This is an optimization exercise on Yosys and OpenROAD, whose aim is small area, not a production implementation. Only simulation tests tie the RTL to the original design; equivalence was not proved. No activity file was given, so power comes from the tool's default toggle rates.

==> flow/design.v <==
`timescale 1ns/1ps
module axis_packet_receiver #(
    parameter int DEPTH = 64,
    parameter int CNT_W = 16
) (
    input  logic             clk,
    input  logic             rst_n,
    input  logic             s_tvalid,
    output logic             s_tready,
    input  logic [31:0]      s_tdata,
    input  logic             s_tlast,
    input  logic [7:0]       s_tdest,
    input  logic [3:0]       s_tuser,
    output logic             m_tvalid,
    input  logic             m_tready,
    output logic [31:0]      m_tdata,
    output logic             m_tlast,
    output logic [7:0]       m_tdest,
    output logic [3:0]       err_pulse,
    output logic [CNT_W-1:0] pkt_ok_cnt,
    output logic [CNT_W-1:0] pkt_err_cnt
);
    localparam int AW = $clog2(DEPTH);
    localparam logic [AW:0] PTR_ONE = {{AW{1'b0}}, 1'b1};
    typedef enum logic [1:0] {IDLE = 2'd0, BODY = 2'd1, DROP = 2'd2} state_t;
    function automatic logic is_full(input logic [AW:0] w, input logic [AW:0] r);
        is_full = (w[AW] != r[AW]) && (w[AW-1:0] == r[AW-1:0]);
    endfunction
    function automatic logic [CNT_W-1:0] sat_add(input logic [CNT_W-1:0] cnt, input logic [1:0] inc);
        logic [CNT_W:0] sum;
        sum = {1'b0, cnt} + {{(CNT_W-1){1'b0}}, inc};
        if (sum[CNT_W]) begin
            sat_add = {CNT_W{1'b1}};
        end else begin
            sat_add = sum[CNT_W-1:0];
        end
    endfunction
    logic [32:0]      mem_r [DEPTH];
    state_t           state_r, state_n;
    logic [AW:0]      wr_r, wr_n, commit_r, commit_n, rd_r, rd_n;
    logic [7:0]       dest_r, dest_n;
    logic             s_tready_r, m_tvalid_r, rd_first_r;
    logic [7:0]       rp_lo_s, rp_hi_s;
    logic             m_tlast_r;
    logic [31:0]      m_tdata_r;
    logic [7:0]       m_tdest_r;
    logic             valid_n_s, first_n_s, load_s;
    logic [AW-1:0]    rp_s;
    logic [3:0]       err_pulse_r, err_s;
    logic [CNT_W-1:0] pkt_ok_cnt_r, pkt_err_cnt_r;
    logic             accept_s, full_s, we_s, first_s, ok_inc_s, pop_s;
    logic [1:0]       err_inc_s;
    logic [AW-1:0]    waddr_s;
    logic [32:0]      rd_word_s;
    logic             unused_s;
    assign unused_s = ^s_tuser[3:1];
    assign accept_s = s_tvalid & s_tready_r;
    assign full_s   = is_full(wr_r, rd_r);
    always_comb begin
        state_n   = state_r;
        wr_n      = wr_r;
        commit_n  = commit_r;
        dest_n    = dest_r;
        we_s      = 1'b0;
        waddr_s   = wr_r[AW-1:0];
        err_s     = 4'b0000;
        err_inc_s = 2'd0;
        ok_inc_s  = 1'b0;
        first_s   = 1'b0;
        if (accept_s) begin
            case (state_r)
                IDLE: first_s = 1'b1;
                BODY: begin
                    if (s_tuser[0]) begin
                        err_s[1]  = 1'b1;
                        err_inc_s = 2'd1;
                        wr_n      = commit_r;
                        first_s   = 1'b1;
                    end else if (s_tdest != dest_r) begin
                        err_s[2]  = 1'b1;
                        err_inc_s = 2'd1;
                        wr_n      = commit_r;
                        state_n   = s_tlast ? IDLE : DROP;
                    end else if (full_s) begin
                        err_s[3]  = 1'b1;
                        err_inc_s = 2'd1;
                        wr_n      = commit_r;
                        state_n   = s_tlast ? IDLE : DROP;
                    end else begin
                        we_s    = 1'b1;
                        waddr_s = wr_r[AW-1:0];
                        wr_n    = wr_r + PTR_ONE;
                        if (s_tlast) begin
                            commit_n = wr_r + PTR_ONE;
                            ok_inc_s = 1'b1;
                            state_n  = IDLE;
                        end else begin
                            state_n = BODY;
                        end
                    end
                end
                DROP: begin
                    if (s_tlast) begin
                        state_n = IDLE;
                    end else begin
                        state_n = DROP;
                    end
                end
                default: state_n = IDLE;
            endcase
            if (first_s) begin
                if (!s_tuser[0]) begin
                    err_s[0]  = 1'b1;
                    err_inc_s = err_inc_s + 2'd1;
                    wr_n      = commit_r;
                    state_n   = s_tlast ? IDLE : DROP;
                end else if (s_tdest != s_tdata[31:24]) begin
                    err_s[2]  = 1'b1;
                    err_inc_s = err_inc_s + 2'd1;
                    wr_n      = commit_r;
                    state_n   = s_tlast ? IDLE : DROP;
                end else begin
                    we_s    = 1'b1;
                    waddr_s = commit_r[AW-1:0];
                    wr_n    = commit_r + PTR_ONE;
                    dest_n  = s_tdest;
                    if (s_tlast) begin
                        commit_n = commit_r + PTR_ONE;
                        ok_inc_s = 1'b1;
                        state_n  = IDLE;
                    end else begin
                        state_n = BODY;
                    end
                end
            end
        end
    end
    assign pop_s     = m_tvalid_r & m_tready;
    assign rd_n      = pop_s ? (rd_r + PTR_ONE) : rd_r;
    assign valid_n_s = (rd_n != commit_r);
    assign load_s    = valid_n_s & (pop_s | ~m_tvalid_r);
    assign rp_s      = rd_r[AW-1:0] + {{(AW-1){1'b0}}, m_tvalid_r};
    assign rp_lo_s   = 8'h01 << rp_s[2:0];
    assign rp_hi_s   = 8'h01 << rp_s[5:3];
    assign first_n_s = pop_s ? m_tlast_r : rd_first_r;
    localparam int NG = DEPTH / 3;
    logic [DEPTH-1:0]  rd_sel_s;
    logic [NG:0]       aoi_s [33];
    always_comb begin
        for (int i = 0; i < DEPTH; i++) begin
            rd_sel_s[i] = rp_hi_s[i / 8] & rp_lo_s[i % 8];
        end
    end
    for (genvar b = 0; b < 33; b++) begin : g_rd_bit
        for (genvar g = 0; g < NG; g++) begin : g_rd_grp
            axis_pkt_rx_aoi222 u_aoi (
                .a0(rd_sel_s[3*g]),   .b0(mem_r[3*g][b]),
                .a1(rd_sel_s[3*g+1]), .b1(mem_r[3*g+1][b]),
                .a2(rd_sel_s[3*g+2]), .b2(mem_r[3*g+2][b]),
                .y(aoi_s[b][g])
            );
        end
        assign aoi_s[b][NG]  = ~(rd_sel_s[DEPTH-1] & mem_r[DEPTH-1][b]);
        assign rd_word_s[b] = ~&aoi_s[b];
    end
    always_ff @(posedge clk) begin
        if (we_s) begin
            mem_r[waddr_s] <= {s_tlast, s_tdata};
        end
    end
    always_ff @(posedge clk) begin
        dest_r <= dest_n;
    end
    always_ff @(posedge clk) begin
        if (load_s) begin
            {m_tlast_r, m_tdata_r} <= rd_word_s;
            if (first_n_s) begin
                m_tdest_r <= rd_word_s[31:24];
            end
        end
    end
    always_ff @(posedge clk or negedge rst_n) begin
        if (!rst_n) begin
            state_r       <= IDLE;
            wr_r          <= '0;
            commit_r      <= '0;
            rd_r          <= '0;
            s_tready_r    <= 1'b0;
            m_tvalid_r    <= 1'b0;
            rd_first_r    <= 1'b1;
            err_pulse_r   <= 4'b0000;
            pkt_ok_cnt_r  <= '0;
            pkt_err_cnt_r <= '0;
        end else begin
            state_r       <= state_n;
            wr_r          <= wr_n;
            commit_r      <= commit_n;
            rd_r          <= rd_n;
            s_tready_r    <= ~(is_full(wr_n, rd_n) & (commit_n != rd_n));
            m_tvalid_r    <= valid_n_s;
            rd_first_r    <= first_n_s;
            err_pulse_r   <= err_s;
            pkt_ok_cnt_r  <= sat_add(pkt_ok_cnt_r, {1'b0, ok_inc_s});
            pkt_err_cnt_r <= sat_add(pkt_err_cnt_r, err_inc_s);
        end
    end
    assign s_tready    = s_tready_r;
    assign m_tvalid    = m_tvalid_r;
    assign m_tdata     = m_tdata_r;
    assign m_tlast     = m_tlast_r;
    assign m_tdest     = m_tdest_r;
    assign err_pulse   = err_pulse_r;
    assign pkt_ok_cnt  = pkt_ok_cnt_r;
    assign pkt_err_cnt = pkt_err_cnt_r;
endmodule
module axis_pkt_rx_aoi222 (
    input  logic a0, b0, a1, b1, a2, b2,
    output logic y
);
    assign y = ~((a0 & b0) | (a1 & b1) | (a2 & b2));
endmodule
==> flow/run.sh <==
#!/bin/bash
# synth_recipe.tcl (not shown) runs the flow's synth.tcl, then flattens the netlist and writes it again
# the make line also repeats each setting of config.mk as NAME=value (left out here)
make -C /OpenROAD-flow-scripts/flow DESIGN_CONFIG=/design/flow/config.mk WORK_HOME=/design/flow/orfs CLKGATE_MAP_FILE= SYNTH_SCRIPT=/design/flow/synth_recipe.tcl finish
==> flow/config.mk <==
export PLATFORM = sky130hd
export DESIGN_NAME = axis_packet_receiver
export DESIGN_NICKNAME = axis_packet_receiver
export VERILOG_FILES = /design/flow/design.v
export SDC_FILE = /design/flow/constraint.sdc
export NUM_CORES = 4
export LEC_CHECK = 0
export CAP_MARGIN = 20
export CORE_MARGIN = 2
export CORE_UTILIZATION = 75
export CTS_CLUSTER_DIAMETER = 80
export CTS_CLUSTER_SIZE = 25
export SLEW_MARGIN = 20
export SYNTH_HIERARCHICAL = 1
==> flow/constraint.sdc <==
create_clock -name core_clock -period 5.0 [get_ports {clk}]
set_input_delay 1.0000 -clock core_clock [delete_from_list [all_inputs] [get_ports {clk}]]
set_output_delay 1.0000 -clock core_clock [all_outputs]
set_load 0.01 [all_outputs]
==> results of run 1 <==
==> worst min path at each step <==
stage,from,endpoint,slack (ns),cells after the start
2_1_floorplan,mem_r[63][0]$_DFFE_PP_,m_tdata_r[0]$_DFFE_PP_,0.51,2
3_3_place_gp,pkt_ok_cnt_r[15]$_DFF_PN0_,pkt_ok_cnt_r[15]$_DFF_PN0_,0.51,1
3_5_place_dp,pkt_ok_cnt_r[15]$_DFF_PN0_,pkt_ok_cnt_r[15]$_DFF_PN0_,0.52,1
4_1_cts,rst_n,pkt_ok_cnt_r[8]$_DFF_PN0_,0.05,1
5_1_grt,rst_n,pkt_ok_cnt_r[8]$_DFF_PN0_,0.07,1
6_report,rst_n,pkt_ok_cnt_r[8]$_DFF_PN0_,0.08,1
==> per-layer routing <==
metal	track usage, %	routed length [um]
met5	0	108
met3	13.0	40700
met4	17.2	10700
met1	58.1	69700
met2	64.6	104000
==> critical path, delay by kind of cell, from the launching register on <==
kind	cells	cell delay, ns
and+or+nand+nor	5	2.51
xor gates and xnor gates	1	0.19
DFF	1	0.51
buffers and inverters	2	0.58
adders and majority gates	2	0.63
AOI/OAI and AO/OA	1	0.37
==> cells in the final DEF, fill, tap and decap left out, drive strengths merged, types with 6 or more instances in the layout <==
cell           count
a21oi             17
a222oi           693
a31oi             11
and2               6
and3              10
buf              321
clkbuf           114
clkdlybuf4s50     90
dfrtp             61
edfxtp          2161
ha                13
inv               29
nand2            135
nand2b            13
nand3            102
nand4            143
nor2             194
nor2b             12
nor3              25
nor4              44
o21ai             23
or2                9
or3                9
xnor2             45
xor2              37
==> modules after synthesis (local to each module, per instance) <==
module / cell area, um2 / times used
axis_packet_receiver: 71800 / 1
axis_pkt_rx_aoi222: 10.0 / 693
==> registers in the layout, indices dropped and copies added, names as in the netlist <==
signal,flops
commit_r,7
dest_r,8
err_pulse_r,4
m_tdata_r,32
m_tdest_r,8
m_tlast_r,1
m_tvalid_r,1
mem_r,2112
pkt_err_cnt_r,16
pkt_ok_cnt_r,16
rd_first_r,1
rd_r,7
s_tready_r,1
state_r,2
wr_r,7
==> cell families (layout without fill, tap and decap cells) <==
kind of cell / after synthesis / count (layout) / share of synthesized area, %
flops: 2223 / 2223 / 84.3
compound gates: 788 / 788 / 9.63
xor+xnor: 82 / 82 / 0.912
simple gates: 712 / 712 / 4.47
mux: 7 / 7 / 0.0937
other cells: 0 / 2 / 0
buf+inv: 65 / 560 / 0.321
fa+ha+maj: 14 / 14 / 0.232
==> per-stage QoR <==
step,area (um2),setup WS [ns],utilization (%)
after global placement,85100,0.0542,82.0
after detailed placement,85100,-0.0515,82.0
after global routing,87800,0.00516,84.6
after CTS,87800,0.146,84.6
final,87800,-0.0623,84.6
after floorplan,78800,-0.849,-
==> final cells by class <==
type	count	area (um2)	area share, %
flip-flops and latches	2223	66400	75.6
multi-input cells	1603	12800	14.6
repair buffers	411	4050	4.61
clock buffers	114	2600	2.96
well taps	1380	1730	1.97
clock inverters	7	123	0.140
inverters	28	105	0.120
diodes	2	5.00	0.00570
==> power breakdown <==
group          leakage [nW]  internal (mW)  total [mW]  switching (mW)
Clock                  1.33           3.76        9.09            5.33
Sequential             20.3           21.0        21.2           0.200
Combinational          5.70           3.46        11.6            8.18
Total                  27.3           28.2        41.9            13.7
==> repair_timing <==
item	in CTS	in global routing
pin swaps	0	1
cloned	0	0
endpoints found under the setup margin	4	9
gates resized for setup	2	6
==> impl_metrics.tcl, run 1 <==
set metrics [dict create \
    r2r-start "m_tvalid_r$_DFF_PN0_" \
    synth.avg_cell_area_um2 20.2 \
    cts_hold_buf 0 \
    grt_pass1_wl_um 319000 \
    fin_ws_ns -0.0623 \
    power_mw 41.9 \
    rows 118 \
    post_cts_buffers 0 \
    io_pins 128 \
    cts-buffers-inserted 99 \
    overflow 0 \
    power_density_nw_per_um2 477 \
    placed_cells 5645 \
    port_buffers 124 \
    totalWireLength_um 226000 \
    antenna_found_initial 14 \
    crit-reg2reg-capture "m_tdata_r[12]$_DFFE_PP_" \
    endpoint "m_tdata_r[12]$_DFFE_PP_" \
    stdcell_count 5768 \
    synth_top_area_cell "edfxtp_1" \
    startpoint "m_tvalid_r$_DFF_PN0_" \
    so.violations "setup timing" \
    critPathMaxFanout 16 \
    vias 46700 \
    grt.total_usage_pct 42.2 \
    postRouteAntennaNets 0 \
    synthTopCellsByArea "edfxtp_1, a222oi_1, dfrtp_1" \
    clkSinkCount 2223 \
    hold_violations 0 \
    reg2reg_depth 11 \
    whs_ns 0.0757 \
    holdCritPathClass "primary input to async pin" \
    fp.dieW_um 328 \
    setup_viol 1 \
    ir_drop_mv 0.355 \
    worstSetupEndpointType "flip-flop" \
    grt_pass1_vias 45300 \
    clock_latency_ns 0.74 \
    yosysTopAreaCellShare_pct 82.4 \
    async_flop_share_pct 2.79 \
    synth-edff-count 2161 \
    fillers 4383 \
    cts_buffer_depth 3 \
    place.gp.congestion 0.945 \
    clock.fmax_mhz 198 \
    hpwl_um 130000 \
    startpoint_type "flip-flop" \
    seq_area_frac_synth_pct 84.3 \
    dr.pass1.iters 12 \
    finalCriticalPeriod_ns 5.06 \
    fin_tns_setup_ns -0.0623 \
    slowest_delay_ns 0.86 \
    path_clk_slew_ns 0.10 \
    synth-seq-cells 2223 \
    core_um2 104000 \
    syn2layout_area_growth_pct 11.5 \
    drv_slew 0 \
    dr.first_iter.drc_count 11300 \
    synth_nets 3954 \
    yosys_warnings 9 \
    initial_core_util_pct 75.9 \
    cp.arrival_ns 5.54 \
    route.detailed.drc 0 \
    clock_skew_ns 0.0435 \
    leakage_nw 27.3 \
    routed_via_density 8.10 \
    nets 4429 \
    crit_chain "ha_1 -> ha_1 -> xor2_1 -> nand3_1 -> nor2_2 -> buf_4 -> a222oi_1 -> nand4_1 -> nor4_1 -> buf_4 -> nand3_1" \
    synth_area_um2 78800 \
    wl_per_cell_um 39.1 \
    required_ns 5.48 \
    cts_tree "yes" \
    root_buffer "clkbuf_16" \
    die_h_um 328 \
    yosysMostFrequentCell "edfxtp_1" \
    synth_top_cells_by_count "edfxtp_1, a222oi_1, nor2_1" \
    rsz0062_at_grt "false" \
    outcome "failed layout checks" \
    finalCritPeriodShare_pct 101 \
    dieArea_um2 108000 \
    slew_headroom_pct 17.9 \
    grt_max_degree 65 \
    crit_type "flip-flop to flip-flop" \
    syn-instance-count 3891 \
    worst_pin_slew_ns 1.23 \
    synth-main-ff-cell "edfxtp_1" \
    ys_types 60 \
    cp_slowest_cell "nand3_1" \
    cap_violations 0 \
    drive_gt1_share_pct 13.4 \
    h-tree-depth 3 \
    worst-r2r-setup-slack_ns -0.06 \
]
==> inputs of run 2 (changes only) <==
--- a/flow/config.mk
+++ b/flow/config.mk
@@ -7,8 +7,9 @@
 export LEC_CHECK = 0
 export CAP_MARGIN = 20
 export CORE_MARGIN = 2
-export CORE_UTILIZATION = 75
+export CORE_UTILIZATION = 70
 export CTS_CLUSTER_DIAMETER = 80
 export CTS_CLUSTER_SIZE = 25
+export GPL_ROUTABILITY_DRIVEN = 0
 export SLEW_MARGIN = 20
 export SYNTH_HIERARCHICAL = 1
==> impl_metrics.tcl, run 2 <==
set metrics [dict create \
    outcome "finished clean" \
    hold_violations 0 \
    cts_buffer_depth 3 \
    largest_reg_flops 2112 \
    holdCritPathClass "primary input to async pin" \
    grt.total_usage_pct 37.7 \
    syn2layout_area_growth_pct 11.8 \
    mostFrequentLayoutCells "edfxtp_1, a222oi_1, buf_4" \
    overflow 0 \
    syn-instance-count 3891 \
    cts_resized 0 \
    rows 123 \
    setup_viol 0 \
    worst_pin_slew_ns 1.19 \
    rsz0062_at_grt "false" \
    synth-edff-count 2161 \
    grt_max_degree 65 \
    dieArea_um2 115000 \
    io_pins 128 \
    totalWireLength_um 217000 \
    core_um2 112000 \
    pwr-share-comb_pct 27.5 \
    power.internal_mw 28.3 \
    cts-buffers-inserted 99 \
    die_h_um 339 \
    reg2reg_depth 11 \
    finalCriticalPeriod_ns 4.79 \
    grt_pass1_vias 44000 \
    clock.fmax_mhz 209 \
    yosysMostFrequentCell "edfxtp_1" \
    leakage_nw 27.3 \
    power_mw 41.8 \
    required_ns 5.44 \
    synth-seq-cells 2223 \
    grt_pass1_wl_um 308000 \
    power_density_nw_per_um2 474 \
    postRouteAntennaNets 0 \
    initial_core_util_pct 70.3 \
    clkSinkCount 2223 \
    critPathMaxFanout 12 \
    nets 4422 \
    fillers 5882 \
    dr.pass1.iters 13 \
    vias 45500 \
    worstSetupEndpointType "flip-flop" \
    cts_tree "yes" \
    synth_top_cells_by_count "edfxtp_1, a222oi_1, nor2_1" \
    seqPwrFrac_pct 50.7 \
    synth_area_um2 78800 \
    multi_input_area_um2 12900 \
    yosys_warnings 9 \
    antenna_found_initial 16 \
    synth_top_area_cell "edfxtp_1" \
    final_area_um2 88100 \
    synth_nets 3954 \
    crit-reg2reg-capture "m_tdata_r[21]$_DFFE_PP_" \
    r2r-start "rd_r[0]$_DFF_PN0_" \
    switching_share_pct 32.2 \
    finalCritPeriodShare_pct 95.8 \
    worst-r2r-setup-slack_ns 0.21 \
    top_register "mem_r" \
    crit_type "flip-flop to flip-flop" \
    routed_via_density 7.73 \
    p_sw_mw 13.4 \
    whs_ns 0.453 \
    yosysTopAreaCellShare_pct 82.4 \
    fp.dieW_um 339 \
    async_flop_share_pct 2.79 \
    pwr-share-clk_pct 21.7 \
    h-tree-depth 3 \
    cap_violations 0 \
    ys_types 60 \
    layout_commonest_cell "edfxtp_1" \
    clock_latency_ns 0.74 \
    path_clk_slew_ns 0.10 \
    synth.avg_cell_area_um2 20.2 \
    post_cts_buffers 0 \
    drive_gt1_share_pct 13.3 \
    drv_slew 0 \
    wl_per_cell_um 36.9 \
    ir_drop_mv 0.397 \
    synthTopCellsByArea "edfxtp_1, a222oi_1, dfrtp_1" \
    startpoint_type "flip-flop" \
    slew_headroom_pct 20.6 \
    place_area_um2 85300 \
    route.detailed.drc 0 \
    cts_hold_buf 0 \
    root_buffer "clkbuf_16" \
    cp.arrival_ns 5.23 \
    synth-main-ff-cell "edfxtp_1" \
    port_buffers 124 \
    hpwl_um 128000 \
    clock_skew_ns 0.0304 \
    seq_area_frac_synth_pct 84.3 \
    seqCellArea_um2 66400 \
    dr.first_iter.drc_count 10900 \
]
[run 2: logic make-up after synthesis]
kind of cell | share of synthesized area [%]
flops | 84.3
compound gates | 9.63
simple gates | 4.47
xor+xnor | 0.912
buf+inv | 0.321
fa+ha+maj | 0.232
mux | 0.0937
[run 2: per-layer routing]
metal  wire length, um  vias up  GRT usage [%]  share of wire, %
li1                  -    18300              -                 -
met1             75100    22700           54.8                35
met4              8310       18           13.3               3.8
met2            101000     4061           57.8                46
met5               126        -              0             0.058
met3             33100      437           8.67                15
[run 2: worst max path at each step]
stage	depth (start not counted)	from	endpoint
5_1_grt	14	rd_r[0]$_DFF_PN0_	m_tdata_r[15]$_DFFE_PP_
4_1_cts	14	rd_r[0]$_DFF_PN0_	m_tdata_r[23]$_DFFE_PP_
6_report	11	rd_r[0]$_DFF_PN0_	m_tdata_r[21]$_DFFE_PP_
3_3_place_gp	20	s_tdest[5]	pkt_err_cnt_r[1]$_DFF_PN0_
3_5_place_dp	20	s_tdest[7]	pkt_err_cnt_r[4]$_DFF_PN0_
2_1_floorplan	9	s_tdest[7]	mem_r[13][0]$_DFFE_PP_
[run 2: cell type report]
class,instances,share of cell area (%)
inverters,28,0.119
diodes,6,0.0170
clock inverters,8,0.126
well taps,1500,2.13
multi-input cells,1603,14.6
flip-flops and latches,2223,75.4
clock buffers,116,2.98
repair buffers,404,4.62
[run 2: power by group through the flow]
stage / sequential [mW] / clock [mW] / combinational [mW]
6_report: 21.2 / 9.08 / 11.5
3_5_place_dp: 21.6 / 0 / 11.0
3_3_place_gp: 21.6 / 0 / 10.8
5_1_grt: 21.2 / 9.71 / 11.6
2_1_floorplan: 21.6 / 0 / 3.74
4_1_cts: 21.2 / 9.09 / 11.1
[run 2: per-module statistics from Yosys (local to each module, per instance)]
module | cells inside | flops+latches | area, um2
axis_packet_receiver | 3198 | 2223 | 71800
axis_pkt_rx_aoi222 | 1 | 0 | 10.0
[run 2: worst max-delay path: stages, from the launching register on]
cell	delay, ns
dfrtp_1	0.48
ha_1	0.30
ha_1	0.38
xor2_1	0.18
nand2_1	0.61
nor2_2	0.33
buf_4	0.28
a222oi_1	0.42
nand4_1	0.49
nor4_1	0.68
buf_4	0.24
nand3_1	0.12
[run 2: through the flow]
step	worst slack (ns)	util [%]	std cells	setup TNS, ns
finish	0.210	78.6	5888	0
global route	0.111	78.6	5882	0
global placement	0.0892	76.1	5755	0
floorplan	-0.849	-	3891	-111.89
detailed placement	0.0588	76.1	5755	0
CTS	0.0929	78.5	5879	0
==> inputs of run 3 (changes only) <==
--- a/flow/design.v
+++ b/flow/design.v
@@ -40,12 +40,13 @@
     logic [AW:0]      wr_r, wr_n, commit_r, commit_n, rd_r, rd_n;
     logic [7:0]       dest_r, dest_n;
     logic             s_tready_r, m_tvalid_r, rd_first_r;
+    logic [AW-1:0]    rp_r;
     logic [7:0]       rp_lo_s, rp_hi_s;
     logic             m_tlast_r;
     logic [31:0]      m_tdata_r;
     logic [7:0]       m_tdest_r;
     logic             valid_n_s, first_n_s, load_s;
-    logic [AW-1:0]    rp_s;
+    logic [AW-1:0]    rp_n;
     logic [3:0]       err_pulse_r, err_s;
     logic [CNT_W-1:0] pkt_ok_cnt_r, pkt_err_cnt_r;
     logic             accept_s, full_s, we_s, first_s, ok_inc_s, pop_s;
@@ -139,13 +140,13 @@
     assign rd_n      = pop_s ? (rd_r + PTR_ONE) : rd_r;
     assign valid_n_s = (rd_n != commit_r);
     assign load_s    = valid_n_s & (pop_s | ~m_tvalid_r);
-    assign rp_s      = rd_r[AW-1:0] + {{(AW-1){1'b0}}, m_tvalid_r};
-    assign rp_lo_s   = 8'h01 << rp_s[2:0];
-    assign rp_hi_s   = 8'h01 << rp_s[5:3];
+    assign rp_n      = valid_n_s ? (rd_n[AW-1:0] + 1'b1) : rd_n[AW-1:0];
     assign first_n_s = pop_s ? m_tlast_r : rd_first_r;
     localparam int NG = DEPTH / 3;
     logic [DEPTH-1:0]  rd_sel_s;
     logic [NG:0]       aoi_s [33];
+    assign rp_lo_s = 8'h01 << rp_r[2:0];
+    assign rp_hi_s = 8'h01 << rp_r[5:3];
     always_comb begin
         for (int i = 0; i < DEPTH; i++) begin
             rd_sel_s[i] = rp_hi_s[i / 8] & rp_lo_s[i % 8];
@@ -188,6 +189,7 @@
             s_tready_r    <= 1'b0;
             m_tvalid_r    <= 1'b0;
             rd_first_r    <= 1'b1;
+            rp_r          <= '0;
             err_pulse_r   <= 4'b0000;
             pkt_ok_cnt_r  <= '0;
             pkt_err_cnt_r <= '0;
@@ -198,6 +200,7 @@
             rd_r          <= rd_n;
             s_tready_r    <= ~(is_full(wr_n, rd_n) & (commit_n != rd_n));
             m_tvalid_r    <= valid_n_s;
+            rp_r          <= rp_n;
             rd_first_r    <= first_n_s;
             err_pulse_r   <= err_s;
             pkt_ok_cnt_r  <= sat_add(pkt_ok_cnt_r, {1'b0, ok_inc_s});
==> impl_metrics.tcl, run 3 <==
set metrics [dict create \
    hpwl_um 123000 \
    rsz0062_at_grt "false" \
    clock_skew_ns 0.0242 \
    grt_pass1_wl_um 302000 \
    antenna_found_initial 9 \
    totalWireLength_um 213000 \
    multi_input_area_um2 12900 \
    wl_per_cell_um 36.3 \
    fillers 5902 \
    synth_area_um2 79100 \
    overflow 0 \
    power_mw 37.2 \
    grt.total_usage_pct 36.8 \
    async_flop_share_pct 3.05 \
    finalCriticalPeriod_ns 4.50 \
    layout_commonest_cell "edfxtp_1" \
    synth-main-ff-cell "edfxtp_1" \
    setup_viol 0 \
    synth-seq-cells 2229 \
    port_buffers 124 \
    ys_types 75 \
    mostFrequentLayoutCells "edfxtp_1, a222oi_1, buf_4" \
    rows 123 \
    root_buffer "clkbuf_16" \
    grt_max_degree 69 \
    seqCellArea_um2 66600 \
    clock_latency_ns 0.72 \
    synthTopCellsByArea "edfxtp_1, a222oi_1, dfrtp_1" \
    critPathMaxFanout 13 \
    fin_tns_setup_ns 0 \
    drive_gt1_share_pct 12.6 \
    leakage_nw 27.2 \
    postRouteAntennaNets 0 \
    syn2layout_area_growth_pct 11.1 \
    stdcell_count 5866 \
    startpoint "wr_r[3]$_DFF_PN0_" \
    reg2reg_depth 19 \
    holdCritPathClass "primary input to async pin" \
    drv_slew 0 \
    clkSinkCount 2229 \
    yosysTopAreaCellShare_pct 82.1 \
    synth_nets 3979 \
    synth-edff-count 2161 \
    seq_area_frac_synth_pct 84.2 \
    top_register "mem_r" \
    cts-buffers-inserted 100 \
    cts_buffer_depth 3 \
    required_ns 5.63 \
    startpoint_type "flip-flop" \
    nets 4406 \
    synth_top_cells_by_count "edfxtp_1, a222oi_1, nor2_1" \
    core_um2 112000 \
    cap_violations 0 \
    yosys_warnings 9 \
    synth_top_area_cell "edfxtp_1" \
    ir_drop_mv 0.426 \
    fp.dieW_um 340 \
    cts_hold_buf 0 \
    worst-r2r-setup-slack_ns 0.50 \
    clock.fmax_mhz 222 \
    routed_via_density 7.70 \
    placed_cells 5742 \
    syn-instance-count 3917 \
    outcome "finished clean" \
    crit_type "flip-flop to flip-flop" \
    cts_tree "yes" \
    largest_reg_flops 2112 \
    finalCritPeriodShare_pct 90.0 \
    die_h_um 340 \
    r2r-start "wr_r[3]$_DFF_PN0_" \
    hold_violations 0 \
    grt_pass1_vias 43200 \
    post_cts_buffers 0 \
    path_clk_slew_ns 0.10 \
    slew_headroom_pct 20.0 \
    synth.avg_cell_area_um2 20.2 \
    route.detailed.drc 0 \
    cts_resized 0 \
    endpoint "pkt_err_cnt_r[6]$_DFF_PN0_" \
    worstSetupEndpointType "flip-flop" \
    initial_core_util_pct 70.4 \
    final_util_pct 78.2 \
    dr.pass1.iters 10 \
    crit-reg2reg-capture "pkt_err_cnt_r[6]$_DFF_PN0_" \
    yosysMostFrequentCell "edfxtp_1" \
    dr.first_iter.drc_count 10000 \
    h-tree-depth 3 \
    io_pins 128 \
    worst_pin_slew_ns 1.19 \
    cp.arrival_ns 5.13 \
    power_density_nw_per_um2 423 \
    vias 45200 \
    dieArea_um2 116000 \
]
## run 3: power breakdown
group | switching, mW | leakage, nW | internal, mW
registers | 0.254 | 20.3 | 20.9
logic | 4.96 | 5.53 | 2.06
clock network | 5.23 | 1.31 | 3.74
## run 3: how the worst min path moves through the flow
stage	from	endpoint	slack, ns	cells past startpoint
final	rst_n	pkt_err_cnt_r[0]$_DFF_PN0_	0.35	1
after global routing	rst_n	pkt_err_cnt_r[0]$_DFF_PN0_	0.40	1
after CTS	rst_n	err_pulse_r[0]$_DFF_PN0_	0.35	1
after detailed placement	pkt_ok_cnt_r[12]$_DFF_PN0_	pkt_ok_cnt_r[12]$_DFF_PN0_	0.52	1
after global placement	pkt_ok_cnt_r[12]$_DFF_PN0_	pkt_ok_cnt_r[12]$_DFF_PN0_	0.49	1
after floorplan	mem_r[63][0]$_DFFE_PP_	m_tdata_r[0]$_DFFE_PP_	0.51	2
## run 3: logic make-up after synthesis
| family | count (synthesis) | synth area share, % |
|---|---|---|
| AND/OR/NAND/NOR | 743 | 4.78 |
| multiplexers | 6 | 0.0791 |
| buffers and inverters | 62 | 0.316 |
| AO/OA/AOI/OAI | 794 | 9.62 |
| flip-flops | 2229 | 84.2 |
| adder cells (fa/ha/maj) | 13 | 0.215 |
| XOR/XNOR | 70 | 0.775 |
## run 3: per-stage QoR
stage | cell area, um2 | hold WS, ns | setup slack, ns
after floorplan | 79100 | 0.508 | 0.407
after global placement | 85200 | 0.493 | 0.0544
after detailed placement | 85200 | 0.525 | -0.108
after CTS | 87800 | 0.352 | 0.570
after global routing | 87900 | 0.405 | 0.278
final | 87900 | 0.354 | 0.500
## run 3: layout make-up
class                      instances  share of cell area [%]
sequential                      2229                    75.8
multi-input combinational       1626                    14.7
timing repair buffer             367                    4.20
clock buffer                     116                    2.94
tap                             1500                    2.14
clock inverter                     7                   0.114
inverter                          20                  0.0855
antenna                            1                 0.00285
## run 3: per-module statistics from Yosys (local to each module, per instance)
module | cells inside | flip-flops and latches
axis_packet_receiver | 3224 | 2229
axis_pkt_rx_aoi222 | 1 | 0
## run 3: routing by layer
layer,global-route usage [%],wire (um),vias to the layer above,share of wire [%]
met3,7.98,32200,420,15
li1,-,-,18400,-
met2,55.5,97400,3783,46
met1,54.3,74000,22600,35
met4,13.9,9100,8,4.3
met5,0,49,-,0.023
## run 3: worst max-delay path, stage by stage (launching register included)
cell and delay (ns):
dfrtp_1 0.72, xor2_1 0.15, nor4_2 0.40, and4_1 0.49
nor3_1 0.12, nor2_1 0.18, ha_1 0.17, a21oi_1 0.06
nor2_1 0.13, ha_1 0.19, inv_1 0.06, fa_1 0.39
nor2_1 0.19, and3_1 0.22, and3_1 0.18, and3_1 0.18
and2_1 0.15, nand4_1 0.11, buf_4 0.21, nand2_1 0.10
==> inputs of run 4 (changes only) <==
--- a/flow/config.mk
+++ b/flow/config.mk
@@ -7,7 +7,7 @@
 export LEC_CHECK = 0
 export CAP_MARGIN = 20
 export CORE_MARGIN = 2
-export CORE_UTILIZATION = 70
+export CORE_UTILIZATION = 75
 export CTS_CLUSTER_DIAMETER = 80
 export CTS_CLUSTER_SIZE = 25
 export GPL_ROUTABILITY_DRIVEN = 0
==> impl_metrics.tcl, run 4 <==
set metrics [dict create \
    cp_slowest_cell "dfrtp_1" \
    stdcell_count 5743 \
    grt_pass1_wl_um 303000 \
    worst_pin_slew_ns 1.21 \
    path_clk_slew_ns 0.10 \
    dieArea_um2 108000 \
    synthTopCellsByArea "edfxtp_1, a222oi_1, dfrtp_1" \
    root_buffer "clkbuf_16" \
    totalWireLength_um 213000 \
    route.detailed.drc 0 \
    slowest_delay_ns 0.70 \
    port_buffers 124 \
    synth-seq-cells 2229 \
    crit_type "flip-flop to flip-flop" \
    crit_chain "xor2_1 -> nor4_2 -> and4_1 -> nor3_1 -> nor2_1 -> ha_1 -> a21oi_1 -> nor2_1 -> ha_1 -> inv_1 -> fa_1 -> nor2_1 -> and3_1 -> and3_1 -> and3_1 -> and2_1 -> nand4_1 -> buf_4 -> o21ai_0" \
    syn-instance-count 3917 \
    finalCriticalPeriod_ns 4.39 \
    overflow 0 \
    initial_core_util_pct 75.3 \
    crit-reg2reg-capture "pkt_err_cnt_r[7]$_DFF_PN0_" \
    cp.arrival_ns 5.03 \
    worstSetupEndpointType "flip-flop" \
    clock.fmax_mhz 228 \
    synth.avg_cell_area_um2 20.2 \
    ir_drop_mv 0.416 \
    fin_tns_setup_ns 0 \
    hpwl_um 122000 \
    drv_slew 0 \
    fp.dieW_um 329 \
    io_pins 128 \
    cts_buffer_depth 3 \
    synth_top_cells_by_count "edfxtp_1, a222oi_1, nor2_1" \
    yosysTopAreaCellShare_pct 82.1 \
    synth_top_area_cell "edfxtp_1" \
    rsz0062_at_grt "false" \
    reg2reg_depth 19 \
    syn2layout_area_growth_pct 10.8 \
    clock_latency_ns 0.74 \
    yosysMostFrequentCell "edfxtp_1" \
    worst-r2r-setup-slack_ns 0.61 \
    die_h_um 329 \
    r2r-start "wr_r[3]$_DFF_PN0_" \
    largest_reg_flops 2112 \
    cts_resized 0 \
    setup_viol 0 \
    core_um2 105000 \
    ys_types 75 \
    clkSinkCount 2229 \
    finalCritPeriodShare_pct 87.9 \
    drive_gt1_share_pct 12.5 \
    top_register "mem_r" \
    placed_cells 5626 \
    final_util_pct 83.5 \
    synth_nets 3979 \
    path_depth 19 \
    outcome "finished clean" \
    postRouteAntennaNets 0 \
    cts_tree "yes" \
    synth-main-ff-cell "edfxtp_1" \
    nets 4398 \
    required_ns 5.64 \
    h-tree-depth 3 \
    dr.first_iter.drc_count 11200 \
    grt.total_usage_pct 40.0 \
    seq_area_frac_synth_pct 84.2 \
    cts_hold_buf 0 \
    yosys_warnings 9 \
    mostFrequentLayoutCells "edfxtp_1, a222oi_1, buf_4" \
    dr.pass1.iters 14 \
    startpoint_type "flip-flop" \
    fin_ws_ns 0.605 \
    post_cts_buffers 0 \
    async_flop_share_pct 3.05 \
    place_area_um2 85000 \
    synth_area_um2 79100 \
    layout_commonest_cell "edfxtp_1" \
    holdCritPathClass "primary input to async pin" \
    power_density_nw_per_um2 424 \
    leakage_nw 27.1 \
    synth-edff-count 2161 \
    vias 45700 \
    routed_via_density 7.97 \
    pre_cts_ws_ns -0.0347 \
    clock_skew_ns 0.0346 \
    cp_num_buf_inv 2 \
    cap_violations 0 \
    grt_pass1_vias 44500 \
    rows 119 \
    slew_headroom_pct 19.4 \
    antenna_found_initial 13 \
    wl_per_cell_um 37.1 \
    critPathTopFamily "simple AND/OR/NAND/NOR gates" \
    critPathMaxFanout 13 \
    grt_max_degree 65 \
    hold_violations 0 \
    cts-buffers-inserted 99 \
    final_area_um2 87700 \
]
## run 4: worst reg2reg max path: stages (launching register included)
cell     delay, ns
dfrtp_1       0.70
xor2_1        0.17
nor4_2        0.37
and4_1        0.50
nor3_1        0.13
nor2_1        0.18
ha_1          0.16
a21oi_1       0.07
nor2_1        0.11
ha_1          0.19
inv_1         0.06
fa_1          0.39
nor2_1        0.17
and3_1        0.21
and3_1        0.18
and3_1        0.19
and2_1        0.16
nand4_1       0.09
buf_4         0.20
o21ai_0       0.10
## run 4: per-stage QoR
stage                     total power, mW  hold WS (ns)
after detailed placement             28.4         0.506
final                                37.1         0.302
after CTS                            36.8         0.290
after global routing                 37.7         0.331
after global placement               28.2         0.490
after floorplan                      23.9         0.508
## run 4: worst max-delay path by stage
stage / startpoint / to / slack (ns)
3_5_place_dp: s_tdest[5] / pkt_err_cnt_r[7]$_DFF_PN0_ / -0.03
4_1_cts: wr_r[3]$_DFF_PN0_ / pkt_err_cnt_r[7]$_DFF_PN0_ / 0.67
3_3_place_gp: s_tdest[5] / pkt_err_cnt_r[7]$_DFF_PN0_ / 0.05
2_1_floorplan: s_tdest[3] / mem_r[0][0]$_DFFE_PP_ / 0.41
6_report: wr_r[3]$_DFF_PN0_ / pkt_err_cnt_r[7]$_DFF_PN0_ / 0.61
5_1_grt: wr_r[3]$_DFF_PN0_ / pkt_err_cnt_r[7]$_DFF_PN0_ / 0.39
## run 4: logic make-up (layout without fill, tap and decap cells)
group / count (synthesis) / after routing / synth area share [%]
AO/OA/AOI/OAI: 794 / 794 / 9.62
XOR/XNOR: 70 / 70 / 0.775
adder cells (fa/ha/maj): 13 / 13 / 0.215
buffers and inverters: 62 / 494 / 0.316
flip-flops: 2229 / 2229 / 84.2
multiplexers: 6 / 6 / 0.0791
other: 0 / 3 / 0
AND/OR/NAND/NOR: 743 / 743 / 4.78
## run 4: cell type report
type	count	area (um2)
antenna	3	7.51
clock buffer	108	2550
clock inverter	6	85.1
fill	4734	17300
inverter	20	75.1
multi-input combinational	1626	13000
sequential	2229	66600
tap	1391	1740
timing repair buffer	360	3640
## run 4: metal layers
metal | up-vias | wire (um) | GRT usage [%]
met1 | 22400 | 68100 | 55.8
met2 | 4387 | 97600 | 60.5
met3 | 585 | 36200 | 11.0
met4 | 8 | 11300 | 18.0
met5 | - | 61 | 0
li1 | 18300 | - | -
## run 4: power breakdown
part           internal (mW)  total (mW)  switching, mW  leakage [nW]
clock                   3.66        8.86           5.20          1.29
combinational           2.09        7.10           5.02          5.49
sequential              20.9        21.2          0.253          20.3
total                   26.7        37.1           10.5          27.1
## run 4: Yosys stat by module, one instance, submodules excluded
module,flops+latches,times used,area (um2),cells inside
axis_packet_receiver,2229,1,72100,3224
axis_pkt_rx_aoi222,0,693,10.0,1
==> inputs of run 5 (changes only) <==
--- a/flow/config.mk
+++ b/flow/config.mk
@@ -7,7 +7,7 @@
 export LEC_CHECK = 0
 export CAP_MARGIN = 20
 export CORE_MARGIN = 2
-export CORE_UTILIZATION = 75
+export CORE_UTILIZATION = 80
 export CTS_CLUSTER_DIAMETER = 80
 export CTS_CLUSTER_SIZE = 25
 export GPL_ROUTABILITY_DRIVEN = 0
==> impl_metrics.tcl, run 5 <==
set metrics [dict create \
    path_clk_slew_ns 0.10 \
    power_density_nw_per_um2 430 \
    worst-r2r-setup-slack_ns 0.49 \
    yosysMostFrequentCell "edfxtp_1" \
    critPathMaxFanout 22 \
    critPathTopFamily "simple AND/OR/NAND/NOR gates" \
    startpoint "rp_r[5]$_DFF_PN0_" \
    multi_input_area_um2 12900 \
    worstSetupEndpointType "flip-flop" \
    cts_hold_buf 0 \
    clock_skew_ns 0.0453 \
    crit-reg2reg-capture "m_tdata_r[17]$_DFFE_PP_" \
    grt_pass1_wl_um 325000 \
    finalCriticalPeriod_ns 4.51 \
    seqCellArea_um2 66600 \
    hpwl_um 124000 \
    r2r-start "rp_r[5]$_DFF_PN0_" \
    post_cts_buffers 0 \
    clkSinkCount 2229 \
    ys_types 75 \
    largest_reg_flops 2112 \
    synth.avg_cell_area_um2 20.2 \
    path_depth 7 \
    cp_slowest_cell "nor4_2" \
    synth_nets 3979 \
    synth_area_um2 79100 \
    pre_cts_ws_ns -0.0835 \
    synth-edff-count 2161 \
    synth-main-ff-cell "edfxtp_1" \
    h-tree-depth 3 \
    setup_viol 0 \
    fin_ws_ns 0.492 \
    antenna_found_initial 18 \
    clock_latency_ns 0.75 \
    dieArea_um2 101000 \
    cts_resized 0 \
    slowest_delay_ns 1.05 \
    startpoint_type "flip-flop" \
    dr.pass1.iters 17 \
    layout_commonest_cell "edfxtp_1" \
    drv_slew 0 \
    cp.arrival_ns 4.88 \
    synth_top_area_cell "edfxtp_1" \
    die_h_um 318 \
    fillers 3550 \
    cts_tree "yes" \
    finalCritPeriodShare_pct 90.2 \
    ir_drop_mv 0.430 \
    cp_num_buf_inv 1 \
    final_util_pct 89.2 \
    reg2reg_depth 7 \
    mostFrequentLayoutCells "edfxtp_1, a222oi_1, buf_4" \
    crit_type "flip-flop to flip-flop" \
    cap_violations 0 \
    rsz0062_at_grt "false" \
    power_mw 37.6 \
    synthTopCellsByArea "edfxtp_1, a222oi_1, dfrtp_1" \
    outcome "finished clean" \
    port_buffers 124 \
    seq_area_frac_synth_pct 84.2 \
    slew_headroom_pct 18.2 \
    rows 115 \
    syn2layout_area_growth_pct 10.7 \
    leakage_nw 27.1 \
    vias 47700 \
    wl_per_cell_um 40.4 \
    cts-buffers-inserted 99 \
    fp.dieW_um 318 \
    place_area_um2 84800 \
    initial_core_util_pct 80.6 \
    routed_via_density 8.45 \
    grt_max_degree 70 \
    required_ns 5.37 \
    synth_top_cells_by_count "edfxtp_1, a222oi_1, nor2_1" \
    io_pins 128 \
    dr.first_iter.drc_count 14800 \
    nets 4388 \
    top_register "mem_r" \
    synth-seq-cells 2229 \
    postRouteAntennaNets 0 \
    worst_pin_slew_ns 1.22 \
    root_buffer "clkbuf_16" \
    async_flop_share_pct 3.05 \
    grt.total_usage_pct 45.3 \
    core_um2 98100 \
    cts_buffer_depth 3 \
    hold_violations 0 \
    yosysTopAreaCellShare_pct 82.1 \
    clock.fmax_mhz 222 \
    yosys_warnings 9 \
    endpoint "m_tdata_r[17]$_DFFE_PP_" \
    crit_chain "or3_1 -> nor2_2 -> buf_4 -> a222oi_1 -> nand4_1 -> nor4_2 -> nand3_1" \
    totalWireLength_um 228000 \
    grt_pass1_vias 46000 \
    drive_gt1_share_pct 12.4 \
    route.detailed.drc 0 \
    holdCritPathClass "primary input to async pin" \
    overflow 0 \
    syn-instance-count 3917 \
    final_area_um2 87500 \
]
[run 5: cell count changes in the layout (fill, tap and decap cells not counted), moves of 2 or more]
cell / delta
buf_2: -4
buf_4: -9
clkbuf_1: +9
clkinv_8: +2
diode_2: +2
nor2_2: +7
nor2_4: -7
[run 5: cells by family after synthesis]
family                   synth area share [%]
flip-flops                               84.2
multiplexers                           0.0791
AND/OR/NAND/NOR                          4.78
AO/OA/AOI/OAI                            9.62
XOR/XNOR                                0.775
buffers and inverters                   0.316
adder cells (fa/ha/maj)                 0.215
[run 5: final cells by class]
class	count	area share [%]
Multi-Input combinational cell	1626	14.8
Clock inverter	8	0.126
Inverter	20	0.0858
Timing Repair Buffer	350	4.12
Antenna cell	5	0.0143
Tap cell	1287	1.84
Sequential cell	2229	76.1
Clock buffer	117	2.96
[run 5: Yosys stat by module, one instance, submodules excluded]
module                cell area [um2]  flops+latches
axis_packet_receiver            72100           2229
axis_pkt_rx_aoi222               10.0              0
[run 5: report_power, final]
part | leakage, nW | switching, mW | internal (mW)
clock | 1.31 | 5.39 | 3.74
sequential | 20.3 | 0.255 | 20.9
combinational | 5.46 | 5.28 | 2.03
total | 27.1 | 10.9 | 26.7
[run 5: worst min path at each step]
stage	startpoint	endpoint	slack [ns]
2_1_floorplan	mem_r[63][0]$_DFFE_PP_	m_tdata_r[0]$_DFFE_PP_	0.51
3_3_place_gp	pkt_ok_cnt_r[12]$_DFF_PN0_	pkt_ok_cnt_r[12]$_DFF_PN0_	0.49
3_5_place_dp	pkt_ok_cnt_r[12]$_DFF_PN0_	pkt_ok_cnt_r[12]$_DFF_PN0_	0.51
4_1_cts	rst_n	pkt_err_cnt_r[6]$_DFF_PN0_	0.31
5_1_grt	rst_n	pkt_err_cnt_r[15]$_DFF_PN0_	0.38
6_report	rst_n	pkt_err_cnt_r[12]$_DFF_PN0_	0.33
[run 5: routing by layer]
metal / global-route usage (%) / routed length [um]
met1: 60.9 / 66000
met2: 69.4 / 104000
met3: 14.5 / 43400
met4: 21.3 / 13900
met5: 0 / 154
[run 5: metrics by stage]
| step | hold slack [ns] | setup TNS [ns] | std cells |
|---|---|---|---|
| global route | 0.375 | 0 | 5637 |
| global placement | 0.487 | 0 | 5510 |
| CTS | 0.312 | 0 | 5636 |
| detailed placement | 0.514 | -0.644 | 5511 |
| floorplan | 0.508 | 0 | 3917 |
| finish | 0.326 | 0 | 5642 |
==> inputs of run 6 (changes only) <==
--- a/flow/config.mk
+++ b/flow/config.mk
@@ -7,9 +7,9 @@
 export LEC_CHECK = 0
 export CAP_MARGIN = 20
 export CORE_MARGIN = 2
-export CORE_UTILIZATION = 80
-export CTS_CLUSTER_DIAMETER = 80
-export CTS_CLUSTER_SIZE = 25
+export CORE_UTILIZATION = 70
+export CTS_CLUSTER_DIAMETER = 70
+export CTS_CLUSTER_SIZE = 28
 export GPL_ROUTABILITY_DRIVEN = 0
 export SLEW_MARGIN = 20
 export SYNTH_HIERARCHICAL = 1
==> impl_metrics.tcl, run 6 <==
set metrics [dict create \
    r2r-start "wr_r[3]$_DFF_PN0_" \
    cts_resized 0 \
    port_buffers 124 \
    largest_reg_flops 2112 \
    pre_cts_ws_ns -0.108 \
    finalCriticalPeriod_ns 4.46 \
    top_register "mem_r" \
    grt_pass1_vias 43200 \
    async_flop_share_pct 3.05 \
    cts_buffer_depth 3 \
    crit-reg2reg-capture "pkt_err_cnt_r[7]$_DFF_PN0_" \
    worstSetupEndpointType "flip-flop" \
    setup_viol 0 \
    mostFrequentLayoutCells "edfxtp_1, a222oi_1, buf_4" \
    yosysMostFrequentCell "edfxtp_1" \
    synthTopCellsByArea "edfxtp_1, a222oi_1, dfrtp_1" \
    cts_tree "yes" \
    hold_violations 0 \
    cp.arrival_ns 5.11 \
    die_h_um 340 \
    overflow 0 \
    yosys_warnings 9 \
    fp.dieW_um 340 \
    synth_top_cells_by_count "edfxtp_1, a222oi_1, nor2_1" \
    path_clk_slew_ns 0.10 \
    h-tree-depth 3 \
    holdCritPathClass "primary input to async pin" \
    wl_per_cell_um 36.1 \
    root_buffer "clkbuf_16" \
    leakage_nw 27.5 \
    rows 123 \
    synth-edff-count 2161 \
    reg2reg_depth 19 \
    post_cts_buffers 0 \
    ys_types 75 \
    worst_pin_slew_ns 1.27 \
    cts-buffers-inserted 104 \
    crit_type "flip-flop to flip-flop" \
    startpoint_type "flip-flop" \
    synth_area_um2 79100 \
    grt.total_usage_pct 36.9 \
    initial_core_util_pct 70.4 \
    grt_pass1_wl_um 303000 \
    worst-r2r-setup-slack_ns 0.54 \
    io_pins 128 \
    synth-main-ff-cell "edfxtp_1" \
    place_area_um2 85200 \
    clock_skew_ns 0.0354 \
    clock.fmax_mhz 224 \
    stdcell_count 5917 \
    synth_nets 3979 \
    drv_slew 0 \
    hpwl_um 123000 \
    routed_via_density 7.65 \
    syn2layout_area_growth_pct 11.9 \
    ir_drop_mv 0.448 \
    cts_hold_buf 0 \
    fin_ws_ns 0.536 \
    core_um2 112000 \
    yosysTopAreaCellShare_pct 82.1 \
    power_density_nw_per_um2 431 \
    outcome "finished clean" \
    antenna_found_initial 14 \
    synth-seq-cells 2229 \
    layout_commonest_cell "edfxtp_1" \
    syn-instance-count 3917 \
    rsz0062_at_grt "false" \
    totalWireLength_um 213000 \
    dieArea_um2 116000 \
    drive_gt1_share_pct 13.7 \
    required_ns 5.64 \
    critPathMaxFanout 13 \
    synth_top_area_cell "edfxtp_1" \
    clock_latency_ns 0.74 \
    route.detailed.drc 0 \
    postRouteAntennaNets 0 \
    dr.pass1.iters 13 \
    dr.first_iter.drc_count 9778 \
    slew_headroom_pct 14.9 \
    final_area_um2 88500 \
    seq_area_frac_synth_pct 84.2 \
    clkSinkCount 2229 \
    cap_violations 0 \
    synth.avg_cell_area_um2 20.2 \
    grt_max_degree 69 \
    nets 4410 \
    placed_cells 5742 \
    finalCritPeriodShare_pct 89.3 \
    vias 45300 \
]
-- run 6: cell count changes in the layout (fill, tap and decap cells not counted), sizes merged --
cell      previous run  this run
diode                5         1
clkinvlp             1         5
buf                260       277
clkbuf             117       118
inv                 24        49
clkinv               2        21
-- run 6: layout make-up --
| type | count | area, um2 |
|---|---|---|
| antenna | 1 | 2.50 |
| tap | 1500 | 1880 |
| fill | 5831 | 23800 |
| sequential | 2229 | 66600 |
| inverter | 20 | 75.1 |
| clock buffer | 118 | 2730 |
| timing repair buffer | 367 | 3690 |
| multi-input combinational | 1626 | 12900 |
| clock inverter | 56 | 598 |
-- run 6: cells by family after synthesis --
| kind of cell | synth area share (%) |
|---|---|
| flops | 84.2 |
| compound gates | 9.62 |
| xor+xnor | 0.775 |
| buf+inv | 0.316 |
| simple gates | 4.78 |
| mux | 0.0791 |
| fa+ha+maj | 0.215 |
-- run 6: report_power, final --
group          internal [mW]  total (mW)  switching, mW
registers               20.9        21.2          0.253
clock network           4.18        9.92           5.74
logic                   2.06        7.04           4.98
-- run 6: routing by layer --
layer  wire length (um)  GRT usage (%)  vias to the layer above
met1              73400           53.6                    22500
met3              32900           8.69                      463
met2              97100           55.9                     3814
met4               9780           14.4                       16
li1                   -              -                    18400
met5                107              0                        -
-- run 6: per-stage QoR --
step           TNS [ns]  power [mW]  util (%)  hold WS (ns)
6_report              0        38.1      78.8         0.349
5_1_grt               0        38.9      78.8         0.399
4_1_cts               0        38.0      78.8         0.323
3_5_place_dp     -0.675        28.4      75.8         0.525
3_3_place_gp          0        28.2      75.8         0.493
2_1_floorplan         0        23.9         -         0.508
-- run 6: worst max path at each step --
stage / start / endpoint / slack [ns] / cells after the start
floorplan: s_tdest[3] / mem_r[0][0]$_DFFE_PP_ / 0.41 / 8
global placement: s_tdest[5] / pkt_err_cnt_r[7]$_DFF_PN0_ / 0.05 / 21
detailed placement: s_tdest[5] / pkt_err_cnt_r[7]$_DFF_PN0_ / -0.11 / 21
CTS: wr_r[3]$_DFF_PN0_ / pkt_err_cnt_r[7]$_DFF_PN0_ / 0.59 / 19
global route: wr_r[3]$_DFF_PN0_ / pkt_err_cnt_r[7]$_DFF_PN0_ / 0.31 / 19
finish: wr_r[3]$_DFF_PN0_ / pkt_err_cnt_r[7]$_DFF_PN0_ / 0.54 / 19
-- run 6: per-module statistics from Yosys, one instance, submodules excluded --
module | area [um2] | cells | copies in the design | flops+latches
axis_pkt_rx_aoi222 | 10.0 | 1 | 693 | 0
axis_packet_receiver | 72100 | 3224 | 1 | 2229
-- run 6: critical path, stage by stage, from the launching register on --
cell and delay, ns:
dfrtp_1 0.71, xor2_1 0.15, nor4_2 0.40, and4_1 0.50
nor3_1 0.13, nor2_1 0.16, ha_1 0.16, a21oi_1 0.06
nor2_1 0.13, ha_1 0.19, inv_1 0.06, fa_1 0.39
nor2_1 0.19, and3_1 0.22, and3_1 0.18, and3_1 0.18
and2_1 0.15, nand4_1 0.11, buf_4 0.20, o21ai_0 0.09

## separate check: timing with driven ports
How much do the figures lean on ideal ports? The routed layouts below were timed once more, with nothing changed but the port constraints. Step 1 (the two cells are an assumption about what drives the block):
set clk [get_ports {clk}]
set_driving_cell -lib_cell sky130_fd_sc_hd__clkbuf_16 $clk
set_driving_cell -lib_cell sky130_fd_sc_hd__buf_2 [delete_from_list [all_inputs] $clk]
Step 2 moves the port delays by t, midway between the first and last clock arrival at a register: inputs arrive t later, outputs are due t later. That takes back most of the time a late clock gives input paths. Three values: ideal ports, drivers, drivers and shift; two values: the first two.
run | shift t [ns] | slack for setup (ns) | worst slew at a driven data input, ns
run 1 | 0.796 | -0.062 / -0.062 / -0.066 | 0.12
run 2 | 0.798 | 0.210 / 0.210 / 0.015 | 0.11
run 3 | 0.786 | 0.500 / 0.500 / -0.129 | 0.26
run 4 | 0.801 | 0.605 / 0.605 / -0.044 | 0.10
run 5 | 0.807 | 0.492 / 0.492 / -0.173 | 0.08
run 6 | 0.796 | 0.536 / 0.536 / -0.119 | 0.28
With both steps, setup timing fails in run 3, run 4, run 5 and run 6, where it was met with ideal ports. The setup slack of run 5, which loses most, moves by 0.000 ns with the drivers and by -0.665 ns with both steps.
